Background: an optimization exercise with open tools, aiming at small area. Do not read the settings as production practice. RTL that was checked went through simulation tests only; none was proved equivalent to the original. No functional check of the RTL was part of runs 4 and 7.

<file path="flow/design.v">
package calcDataPkg;
	typedef logic [16-1:0] operandT;
	typedef logic [32-1:0] resultT;
endpackage
package calcCtrlPkg;
	typedef logic [4-1:0] opcodeT;
	typedef logic [1:0] errorT;
endpackage
module addSub (
	input  calcDataPkg::operandT a,
	input  calcDataPkg::operandT b,
	input  logic    subtract,
	input  logic    restore,
	output calcDataPkg::operandT diff,
	output logic    carryOut
);
	localparam int N = 16;
	calcDataPkg::operandT bInv;  
	calcDataPkg::operandT gen;   
	calcDataPkg::operandT pro;   
	logic [N:0]           c;     
	logic                 take;  
	assign bInv = b ^ {N{subtract}};
	always_comb
	begin
		gen = a & bInv;
		pro = a | bInv;
		gen[0] = (a[0] & bInv[0]) | (pro[0] & subtract);
		pro[0] = 1'b0;
		for (int d = 1; d < N; d = d * 2)
			for (int j = 2 * d - 1; j < N; j = j + 2 * d)
			begin
				gen[j] = gen[j] | (pro[j] & gen[j - d]);
				pro[j] = pro[j] & pro[j - d];
			end
		for (int d = N / 4; d >= 1; d = d / 2)
			for (int j = 3 * d - 1; j < N; j = j + 2 * d)
			begin
				gen[j] = gen[j] | (pro[j] & gen[j - d]);
				pro[j] = pro[j] & pro[j - d];
			end
	end
	assign c        = {gen, subtract};
	assign carryOut = c[N];
	assign take     = ~restore | carryOut;
	assign diff     = a ^ ((bInv ^ c[N-1:0]) & {N{take}});
endmodule
module arrayMultiplier (
	input  calcDataPkg::operandT a,
	input  calcDataPkg::operandT b,
	output calcDataPkg::resultT  product
);
	localparam int N    = 16;
	localparam int Rows = N - 1;  
	logic [N-1:0] partial [N];     
	logic [N-1:0] augend  [Rows];  
	logic [N-1:0] rowSum  [Rows];
	logic [N:0]   carry   [Rows];  
	genvar i, j;
	generate
		for (i = 0; i < N; i++)
		begin : gPartial
			assign partial[i] = b & {N{a[i]}};
		end
		for (i = 0; i < Rows; i++)
		begin : gRow
			if (i == 0)
			begin : gFirst
				assign augend[i] = {1'b0, partial[0][N-1:1]};
			end
			else
			begin : gNext
				assign augend[i] = {carry[i - 1][N], rowSum[i - 1][N-1:1]};
			end
			assign carry[i][0] = 1'b0;
			for (j = 0; j < N; j++)
			begin : gBit
				if (j == 0)
				begin : gHalf
					assign rowSum[i][j]    = augend[i][j] ^ partial[i + 1][j];
					assign carry[i][j + 1] = augend[i][j] & partial[i + 1][j];
				end
				else
				begin : gFull
					assign rowSum[i][j]    = augend[i][j] ^ partial[i + 1][j] ^ carry[i][j];
					assign carry[i][j + 1] = (augend[i][j] & partial[i + 1][j]) |
					                         (augend[i][j] & carry[i][j]) |
					                         (partial[i + 1][j] & carry[i][j]);
				end
			end
		end
		assign product[0] = partial[0][0];
		for (i = 0; i < Rows - 1; i++)
		begin : gLowBits
			assign product[i + 1] = rowSum[i][0];
		end
	endgenerate
	assign product[2*N-1:Rows] = {carry[Rows - 1][N], rowSum[Rows - 1]};
endmodule
module divRow #(
	parameter int W = 16
) (
	input  logic [W-1:0] trial,    
	input  logic [W-1:0] divisor,  
	input  logic         fits,     
	output logic         q,        
	output logic [W-1:0] rem       
);
	localparam int L = (W > 8) ? 4 : (W > 4) ? 3 : (W > 2) ? 2 : 1;  
	logic [W-1:0] b;          
	logic [W-1:0] gen [L+1];  
	logic [W-1:0] pro [L+1];  
	logic [W:0]   c;          
	logic [W-1:0] diff;
	assign b = ~divisor;
	assign gen[0] = {trial[W-1:1] & b[W-1:1], trial[0] | b[0]};
	assign pro[0] = {trial[W-1:1] | b[W-1:1], 1'b0};
	genvar l, j;
	generate
		for (l = 0; l < L; l++)
		begin : gLevel
			for (j = 0; j < W; j++)
			begin : gBit
				if ((j >> l) & 1)
				begin : gMerge
					localparam int M = ((j >> l) << l) - 1;
					assign gen[l + 1][j] = gen[l][j] | (pro[l][j] & gen[l][M]);
					assign pro[l + 1][j] = pro[l][j] & pro[l][M];
				end
				else
				begin : gPass
					assign gen[l + 1][j] = gen[l][j];
					assign pro[l + 1][j] = pro[l][j];
				end
			end
		end
	endgenerate
	assign c    = {gen[L], 1'b1};
	assign diff = b ^ c[W-1:0];
	assign q    = fits & c[W];
	assign rem  = trial ^ (diff & {W{q}});
endmodule
module divider (
	input  calcDataPkg::operandT dividend,
	input  calcDataPkg::operandT divisor,
	input  logic    add,        
	input  logic    sub,        
	output calcDataPkg::operandT quotient,
	output calcDataPkg::operandT remainder,  
	output logic    carryOut,   
	output logic    divByZero
);
	localparam int N = 16;
	logic [N-1:0] rem [N+1];  
	assign divByZero = (divisor == '0);
	assign rem[N]    = '0;
	genvar k;
	generate
		for (k = N - 1; k >= 1; k--)
		begin : gRow
			localparam int W = N - k;  
			logic [W-1:0] trial;
			logic [W-1:0] rowRem;
			logic         fits;
			if (W == 1)
			begin : gTop
				assign trial = dividend[k];
			end
			else
			begin : gMid
				assign trial = {rem[k + 1][W-2:0], dividend[k]};
			end
			assign fits = (divisor[N-1:W] == '0);
			divRow #(.W(W)) uRow (
				.trial   (trial),
				.divisor (divisor[W-1:0]),
				.fits    (fits),
				.q       (quotient[k]),
				.rem     (rowRem)
			);
			assign rem[k] = {{(N-W){1'b0}}, rowRem};
		end
	endgenerate
	addSub uLastRow (
		.a        (add | sub ? dividend : {rem[1][N-2:0], dividend[0]}),
		.b        (divisor),
		.subtract (~add),
		.restore  (~(add | sub)),
		.diff     (rem[0]),
		.carryOut (carryOut)
	);
	assign quotient[0] = carryOut;
	assign remainder = rem[0];
endmodule
module accumulatorCalc (
	input  logic    clk,
	input  logic    reset,
	input  calcCtrlPkg::opcodeT  opcode,
	input  calcDataPkg::operandT operand,
	output calcDataPkg::resultT  result,
	output calcCtrlPkg::errorT   error
);
	calcDataPkg::resultT  acc;      
	calcCtrlPkg::errorT   errReg;   
	calcDataPkg::operandT accLow;   
	calcDataPkg::resultT  nextAcc;
	calcCtrlPkg::errorT   nextErr;
	logic    opAdd, opSub, opMul, opDiv, opMod, opPreset, opReset;
	logic    sumCarry;   
	calcDataPkg::resultT  product;
	calcDataPkg::operandT quotient;
	calcDataPkg::operandT remainder;  
	logic    divByZero;
	logic    takeQuot, takeRem, hold;
	assign accLow = acc[16-1:0];
	assign opAdd    = (opcode == 4'd2);
	assign opSub    = (opcode == 4'd3);
	assign opMul    = (opcode == 4'd4);
	assign opDiv    = (opcode == 4'd5);
	assign opMod    = (opcode == 4'd6);
	assign opPreset = (opcode == 4'd15);
	assign opReset  = (opcode == 4'd1);
	arrayMultiplier uMultiplier (
		.a       (operand),
		.b       (accLow),
		.product (product)
	);
	divider uDivider (
		.dividend  (operand),
		.divisor   (accLow),
		.add       (opAdd),
		.sub       (opSub),
		.quotient  (quotient),
		.remainder (remainder),
		.carryOut  (sumCarry),
		.divByZero (divByZero)
	);
	assign takeQuot = opDiv & ~divByZero;
	assign takeRem  = (opMod & ~divByZero) | opAdd | opSub;
	assign hold     = ~(opAdd | opSub | opMul | takeQuot | (opMod & ~divByZero) | opPreset | opReset);
	assign nextAcc[32-1:16] =
		({16{opMul}} & product[32-1:16]) |
		({16{hold}}  & acc[32-1:16]);
	assign nextAcc[16-1:0] =
		({16{opMul}}    & product[16-1:0]) |
		({16{takeQuot}} & quotient) |
		({16{takeRem}}  & remainder) |
		({16{hold}}     & accLow) |
		16'(opPreset);
	assign nextErr[0] = (opAdd & sumCarry) | (opSub & ~sumCarry);  
	assign nextErr[1] = (opDiv | opMod) & divByZero;
	always_ff @(posedge clk)
	begin
		if (reset)
		begin
			acc    <= '0;
			errReg <= '0;
		end
		else
		begin
			acc    <= nextAcc;
			errReg <= nextErr;
		end
	end
	assign result = acc;
	assign error  = errReg;
endmodule
</file>
<file path="flow/flow/run.sh">
#!/bin/bash
# The standard layout, with synthesis mapping the logic through an area-oriented ABC script
# and the ports buffered with the smallest buffer.
set -euo pipefail
here=$(pwd)
export FLOW_ABC_SCRIPT=$here/flow/abc.script
export FLOW_ABC_D=20000
export BUFFER_PORTS_ARGS="-buffer_cell sky130_fd_sc_hd__buf_1"
bash standard.sh SYNTH_SCRIPT=$here/flow/synth.tcl "BUFFER_PORTS_ARGS=$BUFFER_PORTS_ARGS" finish > $here/make.log 2>&1
</file>
<file path="flow/flow/abc.script">
strash
dch
map -a
topo
stime -c
dnsize -c
</file>
<file path="flow/flow/synth.tcl">
# Standard synthesis (synth_recipe.tcl), with ABC run on an area-oriented script
proc synth {args} { yosys synth -nofsm -noshare -noabc {*}$args }
proc abc {args} {
  set i [lsearch -exact $args -script]
  if {$i >= 0} { set args [lreplace $args $i [expr {$i + 1}] -script $::env(FLOW_ABC_SCRIPT)] }
  set j [lsearch -exact $args -D]
  if {$j >= 0} { set args [lreplace $args $j [expr {$j + 1}] -D $::env(FLOW_ABC_D)] }
  puts "abc with: $args"
  yosys abc {*}$args
}
source $::env(SCRIPTS_DIR)/synth.tcl
# left out here: clear keep_hierarchy, flatten, clean up, hide names made inside functions, write 1_2_yosys.v
</file>
<file path="flow/standard.sh">
#!/bin/bash
# synth_recipe.tcl (not shown) runs the flow's synth.tcl, then flattens the netlist and writes it again
# the make line also repeats each setting of config.mk as NAME=value (left out here)
make -C /OpenROAD-flow-scripts/flow DESIGN_CONFIG=/design/flow/config.mk WORK_HOME=/design/flow/orfs CLKGATE_MAP_FILE= SYNTH_SCRIPT=/design/flow/synth_recipe.tcl "${@:-finish}"
</file>
<file path="flow/config.mk">
export PLATFORM = sky130hd
export DESIGN_NAME = accumulatorCalc
export DESIGN_NICKNAME = accumulatorCalc
export VERILOG_FILES = /design/flow/design.v
export SDC_FILE = /design/flow/constraint.sdc
export NUM_CORES = 4
export LEC_CHECK = 0
export CAP_MARGIN = 0
export CORE_MARGIN = 2
export CORE_UTILIZATION = 65
export CTS_BUF_LIST = sky130_fd_sc_hd__clkbuf_8
export GPL_TIMING_DRIVEN = 0
export SETUP_SLACK_MARGIN = -1.0
export SLEW_MARGIN = 0
</file>
<file path="flow/constraint.sdc">
create_clock -name core_clock -period 32.0 [get_ports {clk}]
set_input_delay 6.4000 -clock core_clock [delete_from_list [all_inputs] [get_ports {clk}]]
set_output_delay 6.4000 -clock core_clock [all_outputs]
set_load 0.01 [all_outputs]
</file>
==> results.tsv, run 1 <==
metric	value	unit
CTS root buf	clkbuf_8	
WL final	33.9	mm
initial antenna violation count	0	
crit share post-route	95.1	%
share of layout cells above drive strength 1	4.66	%
H-Tree Depth	2	
Sink Count	34	
R2R Path Start	acc[12]$_SDFF_PP0_	
Port Buf Inserts	55	
R2R depth	164	
top cells by area, synth	fa_1 35%, nor2_1 15%, xor2_1 9.6%	
Final ANT Viol Nets	0	
crit end category	register	
final net count	2128	
Clk pin slew, worst setup/hold paths	0.09	ns
I/O pin count	56	
synth warn	59	
CP Max Fanout	19	
Worst Tran Pin Value	1.27	ns
fmax	32.9	MHz
final critical-path required period	30.44	ns
DR vias/cell	5.83	
status	finished clean	
Register Area	681	um2
area of the multi-input gates	11400	um2
die area	20600	um2
post-synth design cell area	12700	um2
max incr delay on CP	0.36	ns
hold endpoint	acc[31]$_SDFF_PP0_	
vias after detailed routing	12400	
Overflow after GRT	0	
skew final	0.0164	ns
largest net degree at the start of global routing	44	
Hold WS	0.504	ns
DR WL/cell	15.9	um
Post-Syn Area per Cell	7.14	um2
final core utilization	71.8	%
worst setup path category	input port to register	
final setup violation count	0	
Core ar.	19300	um2
clk latency of the worst-skew pair	0.31	ns
row count	51	
vias in the first global route	11900	
DIE WIDTH	144	um
CTS max path bufs	2	
Initial Util	65.7	%
Fin. Hold Viols	0	
crit start category	input port	
post-synth cell types	36	
first-pass GRT wire length	56.0	mm
R2R Path End	acc[8]$_SDFF_PP0_	
flop2flop setup slack	5.45	ns
post-DP HPWL	25.3	mm
P&R area growth vs syn	9.26	%
Syn Inst Count	1774	
Hold Path Depth	2	
WP data required	32.22	ns
Routability Congestion	0.970	
Sum Neg Setup Slack	0	ns
highest-delay cell along the critical path	nor4_1	
sequential area share after synthesis	5.37	%
Syn Nets	2036	
synthesis-stage register bit count	34	
DRC	0	
Yosys top cell area share	35.4	%
Hold Crit Class	register to register	
hold path startpoint	acc[31]$_SDFF_PP0_	
CTS tree	built	
Chip Height	144	um
WP data arrival	30.66	ns
MaxCap Viol Count	0	
hold_buf cts	0	
fillers	1694	
GRT Util Overall	34.2	%
area leader, netlist	fa_1	
Slew headroom	14.6	%
first-pass iteration count of the detailed router	6	
initial DRC count	761	
max-slew violations	0	
Inserted Clock Buffers	5	
diodes inserted	0	
## state kept, by name, summed over array words and instances, names as in the netlist
register  cells
acc          32
errReg        2
## Yosys cell counts
cell       instances
o41ai_1            1
a211oi_1           3
xnor2_1           35
o2111ai_1          3
a221o_1            1
nand3b_1           9
a2bb2oi_1          2
a21boi_0           3
buf_4              1
nor4_1             6
nor2_1           513
o22ai_1            8
a21oi_1           95
a21o_1             1
o21a_1             5
o31ai_1            5
o211ai_1           6
a22oi_1           32
a31oi_1           13
nand2_1          231
nand3_1           24
maj3_1             2
clkinv_1         199
o21ai_0          116
nor3_1            19
or2_2              1
ha_1              16
nor3b_1            3
a221oi_1           4
dfxtp_1           34
nand4_1            4
o21bai_1           4
o221ai_1           9
xor2_1           139
a41oi_1            3
fa_1             224
## worst max-delay path by stage
stage | start | end | slack [ns] | cells after the start
2_1_floorplan | operand[15] | acc[12]$_SDFF_PP0_ | 4.06 | 163
3_3_place_gp | operand[15] | acc[1]$_SDFF_PP0_ | -1.85 | 164
3_5_place_dp | operand[15] | acc[11]$_SDFF_PP0_ | -2.27 | 162
4_1_cts | operand[15] | acc[8]$_SDFF_PP0_ | -0.87 | 160
5_1_grt | operand[14] | acc[14]$_SDFF_PP0_ | -1.31 | 166
6_report | operand[15] | acc[8]$_SDFF_PP0_ | 1.56 | 161
## metal layers
layer	wire (um)	vias to the layer above	global-route usage, %
met5	0	-	0
met4	1740	0	15.1
met3	1820	110	2.63
met2	17100	355	61.1
met1	13200	6068	42.6
li1	-	5898	-
## timing repair
action / CTS / global route
hold endpoints to repair: 0 / 0
resized for setup: 6 / 56
setup endpoints to repair: 17 / 17
buffers inserted: 0 / 24
pin swaps: 0 / 11
cloned: 0 / 1
## kinds of logic after synthesis
| kind of cell | count (synthesis) | synth area share [%] |
|---|---|---|
| and+or+nand+nor | 810 | 25.0 |
| DFF | 34 | 5.37 |
| xor gates and xnor gates | 174 | 12.0 |
| buffers and inverters | 200 | 5.96 |
| adders and majority gates | 242 | 37.2 |
| AOI/OAI and AO/OA | 314 | 14.5 |
## placed cells by master, fill, tap and decap left out, drive strengths merged, types with 4 or more instances in the layout
cell type,netlist,final
a22oi,32,32
nand4,4,4
nand3b,9,9
clkbuf,0,5
nand3,24,24
o21a,5,5
o21ai,116,116
xor2,139,139
nor3,19,19
o21bai,4,4
o22ai,8,8
buf,1,85
a31oi,13,13
fa,224,224
o31ai,5,5
dfxtp,34,34
nor2,513,513
clkinv,199,189
a21oi,95,95
o221ai,9,9
o211ai,6,6
nand2,231,231
xnor2,35,35
ha,16,16
a221oi,4,4
nor4,6,6
clkinvlp,0,9
## layout make-up
class | instances | area share (%)
buffer | 1 | 0.0543
clock buffer | 5 | 0.497
clock inverter | 3 | 0.497
inverter | 199 | 5.65
multi-input combinational | 1540 | 82.4
sequential | 34 | 4.92
tap | 265 | 2.40
timing repair buffer | 84 | 3.56
timing repair inverter | 1 | 0.0362
## worst max-delay path, delay by kind of cell
family	cells	cell delay, ns
buffers and inverters	36	4.93
adders and majority gates	1	0.23
xor gates and xnor gates	11	2.05
and+or+nand+nor	57	7.50
AOI/OAI and AO/OA	56	9.51
## stage by stage
step	instance area (um2)	worst slack, ns	instances
after floorplan	12700	4.06	1774
after global placement	13200	-1.85	2094
after detailed placement	13200	-2.27	2097
after CTS	13400	-0.872	2105
after global routing	13800	-1.31	2132
final	13800	1.56	2132
==> inputs of run 2 (changes only) <==
==> flow/flow/abc.script (replaced) <==
strash
ifraig
dch -f
amap
strash
dch -f
map -a
topo
stime -c
dnsize -c
--- a/flow/config.mk
+++ b/flow/config.mk
@@ -5,10 +5,9 @@
 export SDC_FILE = /design/flow/constraint.sdc
 export NUM_CORES = 4
 export LEC_CHECK = 0
-export CAP_MARGIN = 0
+export CAP_MARGIN = 20
 export CORE_MARGIN = 2
 export CORE_UTILIZATION = 65
 export CTS_BUF_LIST = sky130_fd_sc_hd__clkbuf_8
 export GPL_TIMING_DRIVEN = 0
-export SETUP_SLACK_MARGIN = -1.0
-export SLEW_MARGIN = 0
+export SLEW_MARGIN = 20
==> results.tsv, run 2 <==
metric	value	unit	change
max-slew violations	0		unchanged
Slew headroom	19.2	%	was 14.6%
fmax	32.9	MHz	about the same
WP data arrival	30.49	ns	was 30.66 ns
Clk pin slew, worst setup/hold paths	0.07	ns	was 0.09 ns
flop2flop setup slack	5.03	ns	was 5.45 ns
worst setup path category	input port to register		unchanged
first-pass iteration count of the detailed router	5		was 6
initial antenna violation count	1		was 0
DR WL/cell	16.3	um	was 15.9 um
Register Area	682	um2	was 681 um2
hold_buf cts	0		unchanged
hold path startpoint	acc[16]$_SDFF_PP0_		was acc[31]$_SDFF_PP0_
highest-delay cell along the critical path	or4_2		was nor4_1
crit end category	register		unchanged
top_reg_cell synth	dfxtp_1		unchanged
Final ANT Viol Nets	0		unchanged
sequential area share after synthesis	5.44	%	was 5.37%
commonest non-fill, non-tap cell in the layout	nor2_1		unchanged
crit start category	input port		unchanged
Synth top cells by count	463 x nor2_1, 237 x nand2_1, 224 x fa_1, 190 x clkinv_1, 131 x xor2_1		was 513 x nor2_1, 231 x nand2_1, 224 x fa_1, 199 x clkinv_1, 139 x xor2_1
Chip Height	143	um	was 144 um
Post-synth ARST share	0	%	unchanged
max incr delay on CP	0.69	ns	was 0.36 ns
H-Tree Depth	2		unchanged
post-synth cell types	38		was 36
initial DRC count	960		was 761
DRC	0		unchanged
placed cells	2038		was 2097
WL final	34.2	mm	was 33.9 mm
R2R depth	176		was 164
Cell Count, Final, Fillers Out	2096		was 2132
row count	50		was 51
Routability Congestion	0.919		was 0.970
diodes inserted	0		unchanged
vias after detailed routing	12500		was 12.4k
first-pass GRT wire length	53.7	mm	was 56.0 mm
MaxCap Viol Count	0		unchanged
DIE WIDTH	143	um	was 144 um
final setup violation count	0		unchanged
CTS tree	built		unchanged
Hold Path Depth	2		unchanged
P&R area growth vs syn	12.5	%	was 9.26%
Regs by FF count	acc: 32 flops, errReg: 2 flops		unchanged
DR vias/cell	5.94		was 5.83
R2R Path End	acc[11]$_SDFF_PP0_		was acc[8]$_SDFF_PP0_
R2R Path Start	acc[12]$_SDFF_PP0_		unchanged
area of the multi-input gates	11600	um2	was 11400 um2
Port Buf Inserts	55		unchanged
crit share post-route	94.8	%	was 95.1%
Sink Count	34		unchanged
Inserted Clock Buffers	5		unchanged
most frequent cell after synthesis	nor2_1		unchanged
top cells by area, synth	fa_1 36%, nor2_1 14%, xor2_1 9.2%		was fa_1 35%, nor2_1 15%, xor2_1 9.6%
skew final	0.00672	ns	was 0.0164 ns
Largest register FFs	32		unchanged
vias in the first global route	11100		was 11.9k
WP data required	32.14	ns	was 32.22 ns
Post-DP Area	13100	um2	was 13200 um2
final critical-path required period	30.35	ns	was 30.44 ns
Finished Cell Area	14100	um2	was 13800 um2
hold endpoint	acc[16]$_SDFF_PP0_		was acc[31]$_SDFF_PP0_
Syn Inst Count	1746		was 1774
critical path's most frequent cell	nand2_1		
Syn Nets	2008		was 2036
GRT Util Overall	32.8	%	was 34.2%
fillers	1574		was 1694
area leader, netlist	fa_1		unchanged
leading cell types in the layout, fill and taps excluded	451 x nor2_1, 226 x nand2_1, 224 x fa_1		was 506 x nor2_1, 229 x nand2_1, 224 x fa_1
Worst Tran Pin Value	1.21	ns	was 1.27 ns
synthesis-stage register bit count	34		unchanged
final core utilization	75.0	%	was 71.8%
Yosys top cell area share	35.8	%	was 35.4%
clk latency of the worst-skew pair	0.29	ns	was 0.31 ns
CP Max Fanout	8		was 19
Overflow after GRT	0		unchanged
share of layout cells above drive strength 1	10.3	%	was 4.66%
final net count	2123		was 2128
Fin. Hold Viols	0		unchanged
synth warn	59		unchanged
post-synth design cell area	12500	um2	was 12700 um2
EDFF count, synth	0		unchanged
Post-Syn Area per Cell	7.17	um2	was 7.14 um2
die area	20400	um2	was 20600 um2
CTS root buf	clkbuf_8		unchanged
Initial Util	66.7	%	was 65.7%
Hold Crit Class	register to register		unchanged
Biggest register	acc		unchanged
Core ar.	18800	um2	was 19300 um2
CTS max path bufs	2		unchanged
largest net degree at the start of global routing	46		was 44
I/O pin count	56		unchanged
status	finished clean		unchanged
post-DP HPWL	25.5	mm	was 25.3 mm
## run 2: what timing repair did
action / CTS / global route
resized for setup: 33 / 109
buffers inserted: 3 / 44
gates cloned: 0 / 1
hold endpoints to repair: 0 / 0
setup endpoints to repair: 17 / 17
pin swaps: 2 / 54
## run 2: kinds of logic after synthesis
logic type	synth area share (%)
AO/OA/AOI/OAI	14.9
AND/OR/NAND/NOR	25.3
flip-flops	5.44
XOR/XNOR	11.1
adder cells (fa/ha/maj)	37.6
buffers and inverters	5.76
## run 2: area by class of cell
cell class                      count  area share, %
Multi-Input combinational cell   1521           82.2
Buffer                              1         0.0534
Timing Repair Buffer              107           4.83
Timing Repair inverter              1         0.0445
Clock buffer                        6          0.587
Tap cell                          234           2.08
Inverter                          190           5.26
Clock inverter                      2         0.0622
Sequential cell                    34           4.85
## run 2: metrics by stage
step	setup WS, ns	hold slack (ns)	setup TNS (ns)
after floorplan	2.13	0.534	0
after global placement	-3.48	0.475	-56.02
after detailed placement	-3.77	0.483	-61.02
after CTS	0.0181	0.504	0
after global routing	-0.409	0.527	-5.36
final	1.65	0.503	0
## run 2: worst max-delay path: cells and delay by family
| kind | cells | cell delay (ns) |
|---|---|---|
| adder cells (fa/ha/maj) | 2 | 0.71 |
| buffers and inverters | 27 | 2.70 |
| XOR/XNOR | 9 | 1.74 |
| AO/OA/AOI/OAI | 58 | 8.52 |
| AND/OR/NAND/NOR | 77 | 10.41 |
## run 2: per-layer routing
layer	GRT usage [%]	share of wire (%)	vias up
met3	4.46	8.5	60
met1	48.3	44	6014
met4	6.51	1.9	2
met2	52.6	45	506
met5	0	0.038	-
li1	-	-	5877
## run 2: how the worst max path moves through the flow
stage,from,end,cells past startpoint
6_report,operand[15],acc[11]$_SDFF_PP0_,173
5_1_grt,operand[15],acc[11]$_SDFF_PP0_,174
4_1_cts,operand[15],acc[11]$_SDFF_PP0_,174
3_5_place_dp,operand[15],acc[4]$_SDFF_PP0_,176
3_3_place_gp,operand[15],acc[4]$_SDFF_PP0_,176
2_1_floorplan,operand[15],acc[2]$_SDFF_PP0_,171
==> inputs of run 3 (changes only) <==
==> flow/flow/abc.script (replaced) <==
strash
dch
map -a
topo
stime -c
dnsize -c
==> results.tsv, run 3 <==
metric	value	unit	change
final net count	2119		was 2123
Yosys top cell area share	35.4	%	was 35.8%
commonest non-fill, non-tap cell in the layout	nor2_1		unchanged
die area	20600	um2	was 20400 um2
Syn Nets	2036		was 2008
worst setup path category	input port to register		unchanged
P&R area growth vs syn	9.39	%	was 12.5%
Register Area	682	um2	unchanged
Overflow after GRT	0		unchanged
largest net degree at the start of global routing	44		was 46
synthesis-stage register bit count	34		unchanged
area of the multi-input gates	11500	um2	was 11600 um2
crit share post-route	92.6	%	was 94.8%
sequential area share after synthesis	5.37	%	was 5.44%
Initial Util	65.7	%	was 66.7%
Biggest register	acc		unchanged
Slew headroom	25.5	%	was 19.2%
Final ANT Viol Nets	0		unchanged
DR WL/cell	15.9	um	was 16.3 um
DIE WIDTH	144	um	was 143 um
I/O pin count	56		unchanged
fmax	33.7	MHz	was 32.9 MHz
share of layout cells above drive strength 1	5.33	%	was 10.3%
highest-delay cell along the critical path	o31ai_4		was or4_2
DRC	0		unchanged
clk latency of the worst-skew pair	0.30	ns	was 0.29 ns
top_reg_cell synth	dfxtp_1		unchanged
initial DRC count	770		was 960
Post-synth ARST share	0	%	unchanged
row count	51		was 50
WL final	33.7	mm	was 34.2 mm
CTS tree	built		unchanged
GRT Util Overall	34.2	%	was 32.8%
skew final	0.00895	ns	was 0.00672 ns
Sink Count	34		unchanged
Synth top cells by count	513 x nor2_1, 231 x nand2_1, 224 x fa_1, 199 x clkinv_1, 139 x xor2_1		was 463 x nor2_1, 237 x nand2_1, 224 x fa_1, 190 x clkinv_1, 131 x xor2_1
WP data arrival	29.85	ns	was 30.49 ns
CTS max path bufs	2		unchanged
critical path's most frequent cell	nand2_1		unchanged
synth warn	59		unchanged
Hold Crit Class	register to register		unchanged
Largest register FFs	32		unchanged
final setup violation count	0		unchanged
WP data required	32.22	ns	was 32.14 ns
Port Buf Inserts	55		unchanged
EDFF count, synth	0		unchanged
final critical-path required period	29.63	ns	was 30.35 ns
Core ar.	19300	um2	was 18800 um2
Routability Congestion	0.970		was 0.919
Regs by FF count	acc: 32 flops, errReg: 2 flops		unchanged
max-slew violations	0		unchanged
CP Max Fanout	19		was 8
status	finished clean		unchanged
top cells by area, synth	fa_1 35%, nor2_1 15%, xor2_1 9.6%		was fa_1 36%, nor2_1 14%, xor2_1 9.2%
vias in the first global route	12000		was 11.1k
Syn Inst Count	1774		was 1746
post-synth cell types	36		was 38
hold_buf cts	0		unchanged
Hold WS	0.515	ns	was 0.503 ns
vias after detailed routing	12400		was 12.5k
post-DP HPWL	25.5	mm	about the same
max incr delay on CP	0.37	ns	was 0.69 ns
leading cell types in the layout, fill and taps excluded	506 x nor2_1, 228 x nand2_1, 224 x fa_1		was 451 x nor2_1, 226 x nand2_1, 224 x fa_1
first-pass iteration count of the detailed router	6		was 5
diodes inserted	0		unchanged
MaxCap Viol Count	0		unchanged
Clk pin slew, worst setup/hold paths	0.08	ns	was 0.07 ns
crit start category	input port		unchanged
crit end category	register		unchanged
area leader, netlist	fa_1		unchanged
Post-DP Area	13300	um2	was 13100 um2
Chip Height	144	um	was 143 um
post-synth design cell area	12700	um2	was 12500 um2
most frequent cell after synthesis	nor2_1		unchanged
Post-Syn Area per Cell	7.14	um2	was 7.17 um2
H-Tree Depth	2		unchanged
Inserted Clock Buffers	5		unchanged
Finished Cell Area	13900	um2	was 14100 um2
initial antenna violation count	0		was 1
DR vias/cell	5.83		was 5.94
fillers	1692		was 1574
CTS root buf	clkbuf_8		unchanged
Sum Neg Setup Slack	0	ns	unchanged
Worst Tran Pin Value	1.11	ns	was 1.21 ns
Fin. Hold Viols	0		unchanged
first-pass GRT wire length	56.3	mm	was 53.7 mm
[run 3: cell type report]
cell class	instances	area share [%]
Clock buffer	5	0.497
Buffer	1	0.0542
Clock inverter	3	0.497
Multi-Input combinational cell	1540	82.9
Timing Repair Buffer	76	3.03
Inverter	199	5.66
Sequential cell	34	4.92
Tap cell	265	2.39
[run 3: repair_timing]
item                       CTS  global route
cloned                       0             0
resized for setup           11            71
setup endpoints to repair   17            17
buffers inserted             3            12
pin swaps                    1            11
[run 3: worst paths after layout]
| path | endpoint | cells after the start | start | slack, ns |
|---|---|---|---|---|
| max | acc[8]$_SDFF_PP0_ | 157 | operand[15] | 2.37 |
| min | acc[30]$_SDFF_PP0_ | 2 | acc[30]$_SDFF_PP0_ | 0.51 |
| max reg2reg | acc[8]$_SDFF_PP0_ | 161 | acc[12]$_SDFF_PP0_ | 6.22 |
| min reg2reg | acc[30]$_SDFF_PP0_ | 2 | acc[30]$_SDFF_PP0_ | 0.51 |
[run 3: layer usage]
metal  track usage (%)  part of all wire, %  up-vias
li1                  -                    -     5869
met1              42.2                   39     6051
met2              61.0                   51      352
met3              3.07                  5.6       95
met4              15.8                  5.0        0
met5                 0                    0        -
[run 3: kinds of logic (layout without fill, tap and decap cells)]
logic type	count (synthesis)	after routing	share of synthesized area [%]
compound gates	314	314	14.5
buf+inv	200	284	5.96
fa+ha+maj	242	242	37.2
simple gates	810	810	25.0
xor+xnor	174	174	12.0
flops	34	34	5.37
[run 3: per-stage QoR]
step | util, % | cells | setup WS (ns)
after floorplan | - | 1774 | 4.06
after global placement | 68.5 | 2094 | -1.85
after detailed placement | 68.9 | 2098 | -2.20
after CTS | 69.9 | 2109 | 0.0309
after global routing | 71.9 | 2123 | -0.361
final | 71.9 | 2123 | 2.37
[run 3: critical path, delay by kind of cell]
kind / cells / cell delay (ns)
xor gates and xnor gates: 12 / 2.76
AOI/OAI and AO/OA: 49 / 8.28
and+or+nand+nor: 62 / 7.82
adders and majority gates: 1 / 0.23
buffers and inverters: 33 / 4.30
==> inputs of run 4 (changes only) <==
--- a/flow/design.v
+++ b/flow/design.v
@@ -113,8 +113,15 @@
 	logic [W:0]   c;          
 	logic [W-1:0] diff;
 	assign b = ~divisor;
-	assign gen[0] = {trial[W-1:1] & b[W-1:1], trial[0] | b[0]};
-	assign pro[0] = {trial[W-1:1] | b[W-1:1], 1'b0};
+	always_comb
+	begin
+		gen[0] = trial & b;
+		pro[0] = trial | b;
+		gen[0][0] = trial[0] | b[0];
+		pro[0][0] = 1'b0;
+		gen[0][W-1] = gen[0][W-1] & fits;
+		pro[0][W-1] = pro[0][W-1] & fits;
+	end
 	genvar l, j;
 	generate
 		for (l = 0; l < L; l++)
@@ -137,7 +144,7 @@
 	endgenerate
 	assign c    = {gen[L], 1'b1};
 	assign diff = b ^ c[W-1:0];
-	assign q    = fits & c[W];
+	assign q    = c[W];
 	assign rem  = trial ^ (diff & {W{q}});
 endmodule
 module divider (
==> flow/flow/abc.script (replaced) <==
strash
ifraig
dch -f
amap
strash
dch -f
map -a
topo
stime -c
dnsize -c
--- a/flow/flow/synth.tcl
+++ b/flow/flow/synth.tcl
@@ -1,5 +1,5 @@
 # Standard synthesis (synth_recipe.tcl), with ABC run on an area-oriented script
-proc synth {args} { yosys synth -nofsm -noshare -noabc {*}$args }
+proc synth {args} { yosys synth -nofsm -noshare {*}$args }
 proc abc {args} {
   set i [lsearch -exact $args -script]
   if {$i >= 0} { set args [lreplace $args $i [expr {$i + 1}] -script $::env(FLOW_ABC_SCRIPT)] }
--- a/flow/config.mk
+++ b/flow/config.mk
@@ -5,9 +5,9 @@
 export SDC_FILE = /design/flow/constraint.sdc
 export NUM_CORES = 4
 export LEC_CHECK = 0
-export CAP_MARGIN = 20
+export CAP_MARGIN = 0
 export CORE_MARGIN = 2
 export CORE_UTILIZATION = 65
 export CTS_BUF_LIST = sky130_fd_sc_hd__clkbuf_8
 export GPL_TIMING_DRIVEN = 0
-export SLEW_MARGIN = 20
+export SLEW_MARGIN = 0
==> results.tsv, run 4 <==
metric	value	unit	change
status	finished clean		unchanged
Biggest register	acc		unchanged
max incr delay on CP	0.39	ns	was 0.37 ns
final setup violation count	0		unchanged
DR vias/cell	5.86		was 5.83
WP data required	32.17	ns	was 32.22 ns
Cell Count, Final, Fillers Out	2182		was 2123
initial antenna violation count	0		unchanged
highest-delay cell along the critical path	maj3_1		was o31ai_4
initial DRC count	918		was 770
top_reg_cell synth	dfxtp_1		unchanged
crit share post-route	94.3	%	was 92.6%
CTS tree	built		unchanged
DRC	0		unchanged
DIE WIDTH	144	um	about the same
CTS root buf	clkbuf_8		unchanged
post-synth design cell area	12700	um2	about the same
final critical-path required period	30.17	ns	was 29.63 ns
DR WL/cell	16.6	um	was 15.9 um
Syn Inst Count	1798		was 1774
skew final	0.0144	ns	was 0.00895 ns
CP Max Fanout	8		was 19
crit start category	input port		unchanged
Fin. Hold Viols	0		unchanged
max-slew violations	0		unchanged
final core utilization	73.4	%	was 71.9%
post-synth cell types	34		was 36
critical path's most frequent cell	nand2_1		unchanged
Overflow after GRT	0		unchanged
WL final	36.3	mm	was 33.7 mm
vias after detailed routing	12800		was 12.4k
H-Tree Depth	2		unchanged
synth warn	917		was 59
Yosys top cell area share	35.4	%	about the same
final net count	2178		was 2119
Chip Height	144	um	about the same
post-DP HPWL	26.5	mm	was 25.5 mm
synthesis-stage register bit count	34		unchanged
I/O pin count	56		unchanged
crit end category	register		unchanged
hold_buf cts	0		unchanged
Sink Count	34		unchanged
commonest non-fill, non-tap cell in the layout	nor2_1		unchanged
Syn Nets	2060		was 2036
EDFF count, synth	0		unchanged
most frequent cell after synthesis	nor2_1		unchanged
sequential area share after synthesis	5.37	%	about the same
clk latency of the worst-skew pair	0.31	ns	was 0.30 ns
Inserted Clock Buffers	5		unchanged
placed cells	2119		was 2098
Post-Syn Area per Cell	7.05	um2	was 7.14 um2
WP data arrival	30.33	ns	was 29.85 ns
fmax	33.1	MHz	was 33.7 MHz
Hold Crit Class	register to register		unchanged
GRT Util Overall	35.1	%	was 34.2%
largest net degree at the start of global routing	43		was 44
Largest register FFs	32		unchanged
CTS max path bufs	2		unchanged
MaxCap Viol Count	0		unchanged
vias in the first global route	11600		was 12.0k
top cells by area, synth	fa_1 35%, nor2_1 12%, xor2_1 8.4%		was fa_1 35%, nor2_1 15%, xor2_1 9.6%
area leader, netlist	fa_1		unchanged
Slew headroom	8.54	%	was 25.5%
worst setup path category	input port to register		unchanged
first-pass GRT wire length	57.1	mm	was 56.3 mm
share of layout cells above drive strength 1	8.71	%	was 5.33%
Final ANT Viol Nets	0		unchanged
Post-synth ARST share	0	%	unchanged
die area	20600	um2	about the same
Core ar.	19300	um2	unchanged
leading cell types in the layout, fill and taps excluded	396 x nor2_1, 253 x nand2_1, 235 x clkinv_1		was 506 x nor2_1, 228 x nand2_1, 224 x fa_1
P&R area growth vs syn	11.7	%	was 9.39%
Hold WS	0.462	ns	was 0.515 ns
Port Buf Inserts	55		unchanged
diodes inserted	0		unchanged
Initial Util	65.7	%	about the same
Regs by FF count	acc: 32 flops, errReg: 2 flops		unchanged
row count	51		unchanged
Worst Tran Pin Value	1.37	ns	was 1.11 ns
first-pass iteration count of the detailed router	5		was 6
Routability Congestion	0.951		was 0.970
Clk pin slew, worst setup/hold paths	0.09	ns	was 0.08 ns
Synth top cells by count	407 x nor2_1, 259 x nand2_1, 256 x clkinv_1, 224 x fa_1, 140 x o21ai_0		was 513 x nor2_1, 231 x nand2_1, 224 x fa_1, 199 x clkinv_1, 139 x xor2_1
run 4: cell types whose count changed after synthesis, moves of 22 or more:
| cell | change |
|---|---|
| a21oi_1 | +24 |
| nand2_1 | +28 |
| nor2_1 | -106 |
| nand3_1 | +22 |
| o21ai_0 | +24 |
| clkinv_1 | +57 |
run 4: metrics by stage:
stage / setup WS [ns] / setup TNS (ns) / cell area, um2
global placement: -3.41 / -50.13 / 13200
finish: 1.83 / 0 / 14200
detailed placement: -4.15 / -62.94 / 13200
global route: -0.463 / -4.96 / 14200
floorplan: 2.83 / 0 / 12700
CTS: 0.00177 / 0 / 13500
run 4: what timing repair did:
action / 4_1_cts / 5_1_grt
endpoints found under the setup margin: 17 / 17
setup buffers: 6 / 47
gates cloned: 0 / 1
pin swaps: 4 / 42
gates resized for setup: 24 / 108
run 4: kinds of logic after synthesis:
group	count (synthesis)	synth area share [%]
fa+ha+maj	244	37.3
xor+xnor	151	10.4
flops	34	5.37
buf+inv	257	7.65
compound gates	344	15.2
simple gates	768	24.1
run 4: layout make-up:
class / count / area (um2)
multi-input cells: 1508 / 11400
fillers: 1681 / 5120
inverters: 256 / 982
flip-flops and latches: 34 / 682
repair buffers: 110 / 654
well taps: 265 / 332
clock buffers: 6 / 82.6
clock inverters: 2 / 12.5
plain buffers: 1 / 7.51
run 4: worst max-delay path: cells and delay by family:
family                     cells  cell delay, ns
buffers and inverters         26            2.73
xor gates and xnor gates      13            2.96
adders and majority gates      3            1.01
and+or+nand+nor               75            9.35
AOI/OAI and AO/OA             57            7.85
run 4: path summary, 6_finish.rpt:
| path | to | startpoint | slack, ns | cells after the start |
|---|---|---|---|---|
| max | acc[5]$_SDFF_PP0_ | operand[15] | 1.83 | 174 |
| min | acc[30]$_SDFF_PP0_ | acc[30]$_SDFF_PP0_ | 0.46 | 2 |
| max reg2reg | acc[5]$_SDFF_PP0_ | acc[13]$_SDFF_PP0_ | 4.37 | 182 |
| min reg2reg | acc[30]$_SDFF_PP0_ | acc[30]$_SDFF_PP0_ | 0.46 | 2 |
run 4: routing by layer:
| layer | GRT usage, % | vias up | wire (um) |
|---|---|---|---|
| met5 | 0 | - | 0 |
| met4 | 13.5 | 0 | 1370 |
| met3 | 5.13 | 93 | 3210 |
| met2 | 55.2 | 536 | 16300 |
| met1 | 49.2 | 6171 | 15400 |
| li1 | - | 5981 | - |
==> inputs of run 5 (changes only) <==
--- a/flow/design.v
+++ b/flow/design.v
@@ -113,15 +113,8 @@
 	logic [W:0]   c;          
 	logic [W-1:0] diff;
 	assign b = ~divisor;
-	always_comb
-	begin
-		gen[0] = trial & b;
-		pro[0] = trial | b;
-		gen[0][0] = trial[0] | b[0];
-		pro[0][0] = 1'b0;
-		gen[0][W-1] = gen[0][W-1] & fits;
-		pro[0][W-1] = pro[0][W-1] & fits;
-	end
+	assign gen[0] = {trial[W-1:1] & b[W-1:1], trial[0] | b[0]};
+	assign pro[0] = {trial[W-1:1] | b[W-1:1], 1'b0};
 	genvar l, j;
 	generate
 		for (l = 0; l < L; l++)
@@ -144,7 +137,7 @@
 	endgenerate
 	assign c    = {gen[L], 1'b1};
 	assign diff = b ^ c[W-1:0];
-	assign q    = c[W];
+	assign q    = fits & c[W];
 	assign rem  = trial ^ (diff & {W{q}});
 endmodule
 module divider (
==> flow/flow/run.sh (replaced) <==
#!/bin/bash
# The standard layout, with synthesis mapping the logic through an area-oriented ABC script
# and the ports buffered with the smallest buffer.
set -euo pipefail
here=$(pwd)
export FLOW_ABC_SCRIPT=$here/flow/abc.script
export FLOW_ABC_D=20000
export BUFFER_PORTS_ARGS="-buffer_cell sky130_fd_sc_hd__buf_1"
bash standard.sh SYNTH_SCRIPT=$here/flow/synth.tcl "BUFFER_PORTS_ARGS=$BUFFER_PORTS_ARGS" RECOVER_POWER=100 finish > $here/make.log 2>&1
==> flow/flow/abc.script (replaced) <==
strash
dch
map -a
topo
stime -c
dnsize -c
--- a/flow/config.mk
+++ b/flow/config.mk
@@ -10,4 +10,5 @@
 export CORE_UTILIZATION = 65
 export CTS_BUF_LIST = sky130_fd_sc_hd__clkbuf_8
 export GPL_TIMING_DRIVEN = 0
+export SETUP_SLACK_MARGIN = -1.0
 export SLEW_MARGIN = 0
==> results.tsv, run 5 <==
metric	value	unit	change
status	finished clean		unchanged
vias after detailed routing	13000		was 12.8k
hold_buf cts	0		unchanged
sequential area share after synthesis	5.26	%	was 5.37%
initial DRC count	1060		was 918
EDFF count, synth	0		unchanged
Core ar.	19500	um2	was 19300 um2
H-Tree Depth	2		unchanged
worst setup path category	input port to register		unchanged
CTS root buf	clkbuf_8		unchanged
Worst Tran Pin Value	1.38	ns	was 1.37 ns
Chip Height	145	um	was 144 um
Sink Count	34		unchanged
critical path's most frequent cell	nor2_1		was nand2_1
R2R depth	164		was 182
Synth top cells by count	473 x nor2_1, 275 x nand2_1, 260 x clkinv_1, 224 x fa_1, 125 x xor2_1		was 407 x nor2_1, 259 x nand2_1, 256 x clkinv_1, 224 x fa_1, 140 x o21ai_0
CP Max Fanout	17		was 8
final critical-path required period	30.48	ns	was 30.17 ns
worst setup path end	acc[2]$_SDFF_PP0_		was acc[5]$_SDFF_PP0_
area leader, netlist	fa_1		unchanged
R2R Path Start	acc[9]$_SDFF_PP0_		was acc[13]$_SDFF_PP0_
post-DP HPWL	27.1	mm	was 26.5 mm
initial antenna violation count	2		was 0
CTS tree	built		unchanged
crit end category	register		unchanged
diodes inserted	0		unchanged
DR WL/cell	16.6	um	about the same
row count	51		unchanged
post-synth cell types	36		was 34
Final ANT Viol Nets	0		unchanged
Initial Util	66.3	%	was 65.7%
WL final	36.9	mm	was 36.3 mm
clk latency of the worst-skew pair	0.30	ns	was 0.31 ns
post-synth design cell area	12900	um2	was 12700 um2
Cell Count, Final, Fillers Out	2224		was 2182
fmax	32.8	MHz	was 33.1 MHz
Syn Nets	2125		was 2060
Post-Place Worst Slack	-1.85	ns	was -4.15 ns
Fin. Hold Viols	0		unchanged
highest-delay cell along the critical path	a21oi_2		was maj3_1
DR vias/cell	5.86		about the same
Post-synth ARST share	0	%	unchanged
I/O pin count	56		unchanged
crit start category	input port		unchanged
Regs by FF count	acc: 32 flops, errReg: 2 flops		unchanged
Hold Crit Class	register to register		unchanged
placed cells	2183		was 2119
flop2flop setup slack	4.91	ns	was 4.37 ns
Yosys top cell area share	34.7	%	was 35.4%
synthesis-stage register bit count	34		unchanged
P&R area growth vs syn	8.40	%	was 11.7%
Post-Syn Area per Cell	6.94	um2	was 7.05 um2
MaxCap Viol Count	0		unchanged
Port Buf Inserts	55		unchanged
Inserted Clock Buffers	5		unchanged
DIE WIDTH	145	um	was 144 um
max-slew violations	0		unchanged
Clk pin slew, worst setup/hold paths	0.08	ns	was 0.09 ns
share of layout cells above drive strength 1	5.21	%	was 8.71%
top_reg_cell synth	dfxtp_1		unchanged
Post-DP Area	13500	um2	was 13200 um2
final setup violation count	0		unchanged
Routability Congestion	0.971		was 0.951
Slew headroom	8.04	%	was 8.54%
WP data arrival	30.63	ns	was 30.33 ns
vias in the first global route	11600		about the same
skew final	0.00510	ns	was 0.0144 ns
Largest register FFs	32		unchanged
WP data required	32.16	ns	was 32.17 ns
Hold WS	0.465	ns	was 0.462 ns
final net count	2220		was 2178
first-pass GRT wire length	58.5	mm	was 57.1 mm
crit share post-route	95.2	%	was 94.3%
Critical Path Start	operand[15]		unchanged
CTS max path bufs	2		unchanged
synth warn	59		was 917
max incr delay on CP	0.34	ns	was 0.39 ns
Worst Setup Slack, final	1.52	ns	was 1.83 ns
largest net degree at the start of global routing	42		was 43
Biggest register	acc		unchanged
GRT Util Overall	34.3	%	was 35.1%
Finished Cell Area	14000	um2	was 14200 um2
Syn Inst Count	1863		was 1798
DRC	0		unchanged
R2R Path End	acc[2]$_SDFF_PP0_		was acc[5]$_SDFF_PP0_
top cells by area, synth	fa_1 35%, nor2_1 14%, xor2_1 8.5%		was fa_1 35%, nor2_1 12%, xor2_1 8.4%
Overflow after GRT	0		unchanged
leading cell types in the layout, fill and taps excluded	469 x nor2_1, 273 x nand2_1, 250 x clkinv_1		was 396 x nor2_1, 253 x nand2_1, 235 x clkinv_1
most frequent cell after synthesis	nor2_1		unchanged
die area	21000	um2	was 20600 um2
fillers	1714		was 1681
final core utilization	71.8	%	was 73.4%
commonest non-fill, non-tap cell in the layout	nor2_1		unchanged
first-pass iteration count of the detailed router	6		was 5
==> run 5: routing by layer <==
metal / vias to the layer above / global-route usage [%] / share of wire (%)
met5: - / 0 / 0
met4: 0 / 9.90 / 3.0
met3: 84 / 6.32 / 12
met2: 602 / 52.5 / 43
met1: 6209 / 50.4 / 42
li1: 6130 / - / -
==> run 5: what timing repair did <==
item,4_1_cts,5_1_grt
setup endpoints to repair,16,17
gates resized for setup,3,50
setup buffers,0,29
pin swaps,0,10
gates cloned,0,3
==> run 5: area by class of cell <==
class                   count  area (um2)  area share (%)
repair buffers             85         454            3.24
flip-flops and latches     34         683            4.87
plain buffers               1        7.51          0.0535
repair inverters            1        5.00          0.0357
clock buffers               6        82.6           0.589
well taps                 265         332            2.36
clock inverters             2        8.76          0.0625
inverters                 260        1010            7.18
multi-input cells        1570       11400            81.6
==> run 5: per-stage QoR <==
stage / setup TNS (ns)
4_1_cts: -12.91
3_3_place_gp: -20.39
2_1_floorplan: 0
6_report: 0
5_1_grt: -15.15
3_5_place_dp: -29.14
==> run 5: cell families (layout without fill, tap and decap cells) <==
group	after synthesis	after routing	share of synthesized area, %
compound gates	322	324	14.3
flops	34	34	5.26
fa+ha+maj	243	243	36.4
buf+inv	261	355	7.60
xor+xnor	157	157	10.6
simple gates	846	846	25.8
==> run 5: worst min-delay path by stage <==
stage	cells after the start	endpoint	slack (ns)	start
after floorplan	2	acc[16]$_SDFF_PP0_	0.48	acc[16]$_SDFF_PP0_
after global placement	2	acc[30]$_SDFF_PP0_	0.45	acc[30]$_SDFF_PP0_
after detailed placement	2	acc[16]$_SDFF_PP0_	0.45	acc[16]$_SDFF_PP0_
after CTS	2	acc[16]$_SDFF_PP0_	0.46	acc[16]$_SDFF_PP0_
after global routing	2	acc[30]$_SDFF_PP0_	0.49	acc[30]$_SDFF_PP0_
final	2	acc[16]$_SDFF_PP0_	0.47	acc[16]$_SDFF_PP0_
==> run 5: critical path, delay by kind of cell <==
family | cells | cell delay (ns)
AOI/OAI and AO/OA | 61 | 10.05
xor gates and xnor gates | 8 | 1.78
buffers and inverters | 32 | 4.69
and+or+nand+nor | 62 | 7.65
==> inputs of run 6 (changes only) <==
==> flow/flow/run.sh (replaced) <==
#!/bin/bash
# The standard layout, with synthesis mapping the logic through an area-oriented ABC script
# (and without Yosys's early generic ABC pass, so full adders are found in their written
# polarity), the ports buffered with the smallest buffer and no dummy clock-tree loads.
set -euo pipefail
here=$(pwd)
export FLOW_ABC_SCRIPT=$here/flow/abc.script
export FLOW_ABC_D=20000
export BUFFER_PORTS_ARGS="-buffer_cell sky130_fd_sc_hd__buf_1"
export CTS_ARGS="-sink_clustering_enable -repair_clock_nets -buf_list sky130_fd_sc_hd__clkbuf_8 -dont_use_dummy_load"
bash standard.sh SYNTH_SCRIPT=$here/flow/synth.tcl "BUFFER_PORTS_ARGS=$BUFFER_PORTS_ARGS" "CTS_ARGS=$CTS_ARGS" finish > $here/make.log 2>&1
--- a/flow/flow/synth.tcl
+++ b/flow/flow/synth.tcl
@@ -1,5 +1,5 @@
 # Standard synthesis (synth_recipe.tcl), with ABC run on an area-oriented script
-proc synth {args} { yosys synth -nofsm -noshare {*}$args }
+proc synth {args} { yosys synth -nofsm -noshare -noabc {*}$args }
 proc abc {args} {
   set i [lsearch -exact $args -script]
   if {$i >= 0} { set args [lreplace $args $i [expr {$i + 1}] -script $::env(FLOW_ABC_SCRIPT)] }
--- a/flow/config.mk
+++ b/flow/config.mk
@@ -5,10 +5,9 @@
 export SDC_FILE = /design/flow/constraint.sdc
 export NUM_CORES = 4
 export LEC_CHECK = 0
-export CAP_MARGIN = 0
+export CAP_MARGIN = 20
 export CORE_MARGIN = 2
 export CORE_UTILIZATION = 65
 export CTS_BUF_LIST = sky130_fd_sc_hd__clkbuf_8
 export GPL_TIMING_DRIVEN = 0
-export SETUP_SLACK_MARGIN = -1.0
-export SLEW_MARGIN = 0
+export SLEW_MARGIN = 20
==> results.tsv, run 6 <==
metric	value	unit	change
status	finished clean		unchanged
crit share post-route	93.0	%	was 95.2%
final setup violation count	0		unchanged
clk latency of the worst-skew pair	0.30	ns	about the same
top cells by area, synth	fa_1 35%, nor2_1 15%, xor2_1 9.6%		was fa_1 35%, nor2_1 14%, xor2_1 8.5%
largest net degree at the start of global routing	44		was 42
Synth top cells by count	513 x nor2_1, 231 x nand2_1, 224 x fa_1, 199 x clkinv_1, 139 x xor2_1		was 473 x nor2_1, 275 x nand2_1, 260 x clkinv_1, 224 x fa_1, 125 x xor2_1
CTS tree	built		unchanged
CP Max Fanout	19		was 17
post-synth cell types	36		unchanged
initial antenna violation count	0		was 2
Final ANT Viol Nets	0		unchanged
Post-synth ARST share	0	%	unchanged
share of layout cells above drive strength 1	5.17	%	was 5.21%
WL final	33.6	mm	was 36.9 mm
skew final	0.0191	ns	was 0.00510 ns
top_reg_cell synth	dfxtp_1		unchanged
die area	20600	um2	was 21000 um2
Syn Inst Count	1774		was 1863
post-synthesis adder-cell area fraction	37.2	%	was 36.4%
Overflow after GRT	0		unchanged
CTS root buf	clkbuf_8		unchanged
CTS max path bufs	2		unchanged
most frequent cell after synthesis	nor2_1		unchanged
first-pass GRT wire length	56.3	mm	was 58.5 mm
vias after detailed routing	12300		was 13.0k
P&R area growth vs syn	8.99	%	was 8.40%
synthesis-stage register bit count	34		unchanged
sequential area share after synthesis	5.37	%	was 5.26%
final net count	2120		was 2220
I/O pin count	56		unchanged
Sink Count	34		unchanged
Routability Congestion	0.970		was 0.971
mux share of post-synthesis cell area	0	%	unchanged
post-synthesis xor/xnor area fraction	12.0	%	was 10.6%
DR WL/cell	15.8	um	was 16.6 um
main combinational cell family by area after synthesis	adder cells		unchanged
Hold Crit Class	register to register		unchanged
vias in the first global route	11900		was 11.6k
crit start category	input port		unchanged
first-pass iteration count of the detailed router	5		was 6
Yosys top cell area share	35.4	%	was 34.7%
Fin. Hold Viols	0		unchanged
diodes inserted	0		unchanged
synth warn	59		unchanged
Clk pin slew, worst setup/hold paths	0.08	ns	about the same
Cell Count, Final, Fillers Out	2121		was 2224
WP data required	32.21	ns	was 32.16 ns
max-slew violations	0		unchanged
worst setup path category	input port to register		unchanged
fmax	33.6	MHz	was 32.8 MHz
Biggest register	acc		unchanged
critical path's most frequent cell	nand2_1		was nor2_1
DIE WIDTH	144	um	was 145 um
WP data arrival	29.97	ns	was 30.63 ns
GRT Util Overall	34.3	%	about the same
Syn Nets	2036		was 2125
MaxCap Viol Count	0		unchanged
complex-gate fraction of the synthesized area	14.5	%	was 14.3%
H-Tree Depth	2		unchanged
crit end category	register		unchanged
Post-Syn Area per Cell	7.14	um2	was 6.94 um2
Regs by FF count	acc: 32 flops, errReg: 2 flops		unchanged
max incr delay on CP	0.40	ns	was 0.34 ns
Core ar.	19300	um2	was 19500 um2
Chip Height	144	um	was 145 um
DR vias/cell	5.81		was 5.86
Inserted Clock Buffers	5		unchanged
post-DP HPWL	25.5	mm	was 27.1 mm
commonest non-fill, non-tap cell in the layout	nor2_1		unchanged
highest-delay cell along the critical path	xor2_1		was a21oi_2
Worst Tran Pin Value	1.28	ns	was 1.38 ns
DRC	0		unchanged
row count	51		unchanged
Largest register FFs	32		unchanged
EDFF count, synth	0		unchanged
Port Buf Inserts	55		unchanged
leading cell types in the layout, fill and taps excluded	506 x nor2_1, 228 x nand2_1, 224 x fa_1		was 469 x nor2_1, 273 x nand2_1, 250 x clkinv_1
final critical-path required period	29.76	ns	was 30.48 ns
Initial Util	65.7	%	was 66.3%
placed cells	2098		was 2183
post-synth design cell area	12700	um2	was 12900 um2
initial DRC count	744		was 1060
Slew headroom	14.1	%	was 8.04%
area leader, netlist	fa_1		unchanged
fillers	1699		was 1714
hold_buf cts	0		unchanged
simple logic cell fraction of the synthesized area	25.0	%	was 25.8%
## run 6: final timing paths
path                         to                from  depth (start not counted)  slack [ns]
max           acc[8]$_SDFF_PP0_         operand[15]                        157        2.24
min          acc[28]$_SDFF_PP0_  acc[28]$_SDFF_PP0_                          2        0.52
max reg2reg   acc[8]$_SDFF_PP0_  acc[12]$_SDFF_PP0_                        160        5.97
min reg2reg  acc[28]$_SDFF_PP0_  acc[28]$_SDFF_PP0_                          2        0.52
## run 6: cell type report
type | count | area [um2] | share of cell area [%]
multi-input cells | 1540 | 11500 | 83.2
inverters | 199 | 785 | 5.68
flip-flops and latches | 34 | 682 | 4.94
repair buffers | 77 | 448 | 3.25
well taps | 265 | 332 | 2.40
clock buffers | 5 | 68.8 | 0.499
plain buffers | 1 | 7.51 | 0.0544
## run 6: logic make-up after synthesis
group	after synthesis
buffers and inverters	200
AOI/OAI and AO/OA	314
adders and majority gates	242
xor gates and xnor gates	174
DFF	34
and+or+nand+nor	810
## run 6: repair_timing
action / CTS / global route
buffers inserted: 3 / 12
hold endpoints to repair: 0 / 0
setup endpoints to repair: 17 / 17
resized for setup: 11 / 70
pin swaps: 1 / 11
## run 6: routing by layer
layer / up-vias / share of wire, % / global-route usage, %
met2: 332 / 51 / 61.3
met3: 88 / 4.7 / 3.03
met4: 0 / 4.7 / 15.3
met1: 6020 / 40 / 42.4
met5: - / 0 / 0
li1: 5884 / - / -
## run 6: through the flow
stage	hold WS [ns]	setup slack (ns)	setup TNS (ns)	utilization (%)	area, um2
floorplan	0.534	4.06	0	-	12700
global placement	0.477	-1.85	-28.36	68.5	13200
detailed placement	0.490	-2.20	-34.47	68.9	13300
CTS	0.512	0.0261	0	69.5	13400
global route	0.523	-0.483	-6.43	71.6	13800
finish	0.516	2.24	0	71.6	13800
## run 6: worst max-delay path, delay by kind of cell
family	cells	cell delay [ns]
AOI/OAI and AO/OA	51	8.69
xor gates and xnor gates	12	2.64
adders and majority gates	1	0.23
buffers and inverters	34	4.65
and+or+nand+nor	59	7.34
==> inputs of run 7 (changes only) <==
--- a/flow/design.v
+++ b/flow/design.v
@@ -211,7 +211,7 @@
 	calcDataPkg::operandT quotient;
 	calcDataPkg::operandT remainder;  
 	logic    divByZero;
-	logic    takeQuot, takeRem, hold;
+	logic    selMul, selQuot, selRem, selPreset, hold;
 	assign accLow = acc[16-1:0];
 	assign opAdd    = (opcode == 4'd2);
 	assign opSub    = (opcode == 4'd3);
@@ -235,32 +235,27 @@
 		.carryOut  (sumCarry),
 		.divByZero (divByZero)
 	);
-	assign takeQuot = opDiv & ~divByZero;
-	assign takeRem  = (opMod & ~divByZero) | opAdd | opSub;
-	assign hold     = ~(opAdd | opSub | opMul | takeQuot | (opMod & ~divByZero) | opPreset | opReset);
+	assign selMul    = ~reset & opMul;
+	assign selQuot   = ~reset & opDiv & ~divByZero;
+	assign selRem    = ~reset & ((opMod & ~divByZero) | opAdd | opSub);
+	assign selPreset = ~reset & opPreset;
+	assign hold      = ~reset & ~(opAdd | opSub | opMul | opPreset | opReset |
+	                              ((opDiv | opMod) & ~divByZero));
 	assign nextAcc[32-1:16] =
-		({16{opMul}} & product[32-1:16]) |
-		({16{hold}}  & acc[32-1:16]);
+		({16{selMul}} & product[32-1:16]) |
+		({16{hold}}   & acc[32-1:16]);
 	assign nextAcc[16-1:0] =
-		({16{opMul}}    & product[16-1:0]) |
-		({16{takeQuot}} & quotient) |
-		({16{takeRem}}  & remainder) |
-		({16{hold}}     & accLow) |
-		16'(opPreset);
-	assign nextErr[0] = (opAdd & sumCarry) | (opSub & ~sumCarry);  
-	assign nextErr[1] = (opDiv | opMod) & divByZero;
+		({16{selMul}}  & product[16-1:0]) |
+		({16{selQuot}} & quotient) |
+		({16{selRem}}  & remainder) |
+		({16{hold}}    & accLow) |
+		16'(selPreset);
+	assign nextErr[0] = ~reset & ((opAdd & sumCarry) | (opSub & ~sumCarry));  
+	assign nextErr[1] = ~reset & (opDiv | opMod) & divByZero;
 	always_ff @(posedge clk)
 	begin
-		if (reset)
-		begin
-			acc    <= '0;
-			errReg <= '0;
-		end
-		else
-		begin
-			acc    <= nextAcc;
-			errReg <= nextErr;
-		end
+		acc    <= nextAcc;
+		errReg <= nextErr;
 	end
 	assign result = acc;
 	assign error  = errReg;
==> results.tsv, run 7 <==
metric	value	unit	change
EDFF count, synth	0		unchanged
synthesis-stage register bit count	34		unchanged
hold endpoint	acc[28]$_DFF_P_		was acc[28]$_SDFF_PP0_
initial antenna violation count	0		unchanged
Hold Path Depth	1		was 2
largest net degree at the start of global routing	48		was 44
Slew headroom	23.0	%	was 14.1%
Regs by FF count	acc: 32 flops, errReg: 2 flops		unchanged
hold path startpoint	acc[28]$_DFF_P_		was acc[28]$_SDFF_PP0_
WL final	33.5	mm	was 33.6 mm
initial DRC count	1027		was 744
max incr delay on CP	0.43	ns	was 0.40 ns
CTS root buf	clkbuf_8		unchanged
Post-DP Area	13100	um2	was 13300 um2
CP Max Fanout	23		was 19
MaxCap Viol Count	0		unchanged
Largest register FFs	32		unchanged
Yosys top cell area share	35.9	%	was 35.4%
DR vias/cell	6.06		was 5.81
fmax	33.2	MHz	was 33.6 MHz
sequential area share after synthesis	5.45	%	was 5.37%
Syn Inst Count	1706		was 1774
Post-synth ARST share	0	%	unchanged
I/O pin count	56		unchanged
Biggest register	acc		unchanged
flop2flop setup slack	5.58	ns	was 5.97 ns
Fin. Hold Viols	0		unchanged
placed cells	2000		was 2098
skew final	0.00693	ns	was 0.0191 ns
vias after detailed routing	12200		was 12.3k
row count	50		was 51
first-pass GRT wire length	54.1	mm	was 56.3 mm
DIE WIDTH	143	um	was 144 um
Critical Path Start	operand[15]		unchanged
critical path's most frequent cell	nand2_1		unchanged
Core ar.	18800	um2	was 19300 um2
Syn Nets	1968		was 2036
clk latency of the worst-skew pair	0.30	ns	about the same
DR WL/cell	16.6	um	was 15.8 um
Worst Tran Pin Value	1.15	ns	was 1.28 ns
Inserted Clock Buffers	5		unchanged
WP data arrival	30.31	ns	was 29.97 ns
Overflow after GRT	0		unchanged
final setup violation count	0		unchanged
R2R Path Start	acc[12]$_DFF_P_		was acc[12]$_SDFF_PP0_
Chip Height	143	um	was 144 um
Synth top cells by count	513 x nor2_1, 224 x fa_1, 209 x nand2_1, 160 x clkinv_1, 133 x xor2_1		was 513 x nor2_1, 231 x nand2_1, 224 x fa_1, 199 x clkinv_1, 139 x xor2_1
diodes inserted	0		unchanged
Finished Cell Area	13500	um2	was 13800 um2
post-DP HPWL	25.9	mm	was 25.5 mm
most frequent cell after synthesis	nor2_1		unchanged
CTS max path bufs	2		unchanged
commonest non-fill, non-tap cell in the layout	nor2_1		unchanged
leading cell types in the layout, fill and taps excluded	509 x nor2_1, 224 x fa_1, 206 x nand2_1		was 506 x nor2_1, 228 x nand2_1, 224 x fa_1
status	finished clean		unchanged
share of layout cells above drive strength 1	4.82	%	was 5.17%
WP data required	32.16	ns	was 32.21 ns
Post-Syn Area per Cell	7.32	um2	was 7.14 um2
top_reg_cell synth	dfxtp_1		unchanged
Clk pin slew, worst setup/hold paths	0.07	ns	was 0.08 ns
Cell Count, Final, Fillers Out	2018		was 2121
die area	20300	um2	was 20600 um2
worst setup path category	input port to register		unchanged
top cells by area, synth	fa_1 36%, nor2_1 15%, xor2_1 9.3%		was fa_1 35%, nor2_1 15%, xor2_1 9.6%
P&R area growth vs syn	8.20	%	was 8.99%
Port Buf Inserts	55		unchanged
synth warn	59		unchanged
first-pass iteration count of the detailed router	6		was 5
[run 7: changes by cell type after synthesis, moves of 11 or more]
cell      delta
a32o_1      +16
o21ai_0     -22
clkinv_1    -39
xnor2_1     +11
a22oi_1     -18
nand2_1     -22
[run 7: repair_timing]
action,4_1_cts,5_1_grt
setup buffers,2,11
setup endpoints to repair,17,17
resized for setup,22,58
pin swaps,2,16
cloned,0,0
[run 7: routing by layer]
layer,share of wire [%],vias to the layer above,wire [um],track usage (%)
met1,44,5917,14700,47.3
met2,45,501,15100,53.5
met4,2.4,0,803,8.65
met5,0,-,0,0
met3,8.4,81,2810,4.44
li1,-,5720,-,-
[run 7: logic make-up (layout without fill, tap and decap cells)]
kind of cell             Yosys count  after routing  synth area share [%]
AND/OR/NAND/NOR                  780            780                  24.3
AO/OA/AOI/OAI                    309            309                  15.1
adder cells (fa/ha/maj)          243            243                  37.8
XOR/XNOR                         179            179                  12.6
buffers and inverters            161            239                  4.87
flip-flops                        34             34                  5.45
[run 7: worst max path at each step]
stage,end
2_1_floorplan,acc[11]$_DFF_P_
3_3_place_gp,acc[11]$_DFF_P_
3_5_place_dp,acc[11]$_DFF_P_
4_1_cts,acc[11]$_DFF_P_
5_1_grt,acc[11]$_DFF_P_
6_report,acc[11]$_DFF_P_
[run 7: metrics by stage]
step	utilization (%)	setup TNS, ns	setup slack (ns)
after floorplan	-	0	3.10
after global placement	69.2	-53.97	-3.45
after detailed placement	69.8	-44.54	-2.90
after CTS	70.5	0	0.0529
after global routing	72.0	-0.288	-0.193
final	72.0	0	1.85
[run 7: layout make-up]
type / count / area, um2
multi-input combinational: 1511 / 11400
tap: 234 / 293
sequential: 34 / 683
inverter: 160 / 654
clock buffer: 5 / 68.8
buffer: 1 / 7.51
fill: 1582 / 5260
timing repair buffer: 73 / 389
[run 7: critical path, delay by kind of cell]
kind                     cells  cell delay (ns)
AO/OA/AOI/OAI               57             9.87
XOR/XNOR                    14             3.23
adder cells (fa/ha/maj)      1             0.39
AND/OR/NAND/NOR             49             6.40
buffers and inverters       30             3.93

-- afterwards: timing with drivers on the ports --
The results above use ideal ports. As a check the final layouts listed here were re-extracted and re-timed, cells and wires unchanged. Step 1 (the two cells are an assumption about what drives the block):
set clk [get_ports {clk}]
set_driving_cell -lib_cell sky130_fd_sc_hd__clkbuf_16 $clk
set_driving_cell -lib_cell sky130_fd_sc_hd__buf_2 [delete_from_list [all_inputs] $clk]
Step 2 times the ports against the registers' clock, not the clock port: input delays grow and output delays shrink by t, the midpoint of the rising clock arrivals with the driver on. Slacks: no drivers / after step 1 / after step 2; pairs: no drivers / after step 1.
| run | t (ns) | setup WS [ns] | worst setup path after step 2 | pins driven straight from the clock port |
|---|---|---|---|---|
| run 1 | 0.332 | 1.559 / 1.573 / 1.242 | input to register | 1 |
| run 2 | 0.324 | 1.650 / 1.649 / 1.325 | input to register | 1 |
| run 3 | 0.326 | 2.369 / 2.383 / 2.057 | input to register | 1 |
| run 4 | 0.333 | 1.834 / 1.842 / 1.509 | input to register | 1 |
| run 5 | 0.326 | 1.524 / 1.522 / 1.197 | input to register | 1 |
| run 6 | 0.323 | 2.235 / 2.251 / 1.928 | input to register | 1 |
| run 7 | 0.326 | 1.849 / 1.859 / 1.534 | input to register | 1 |
After both steps every run listed still meets setup and hold. The setup slack of run 5, which loses most, moves by -0.002 ns with the drivers and by -0.327 ns with both steps.
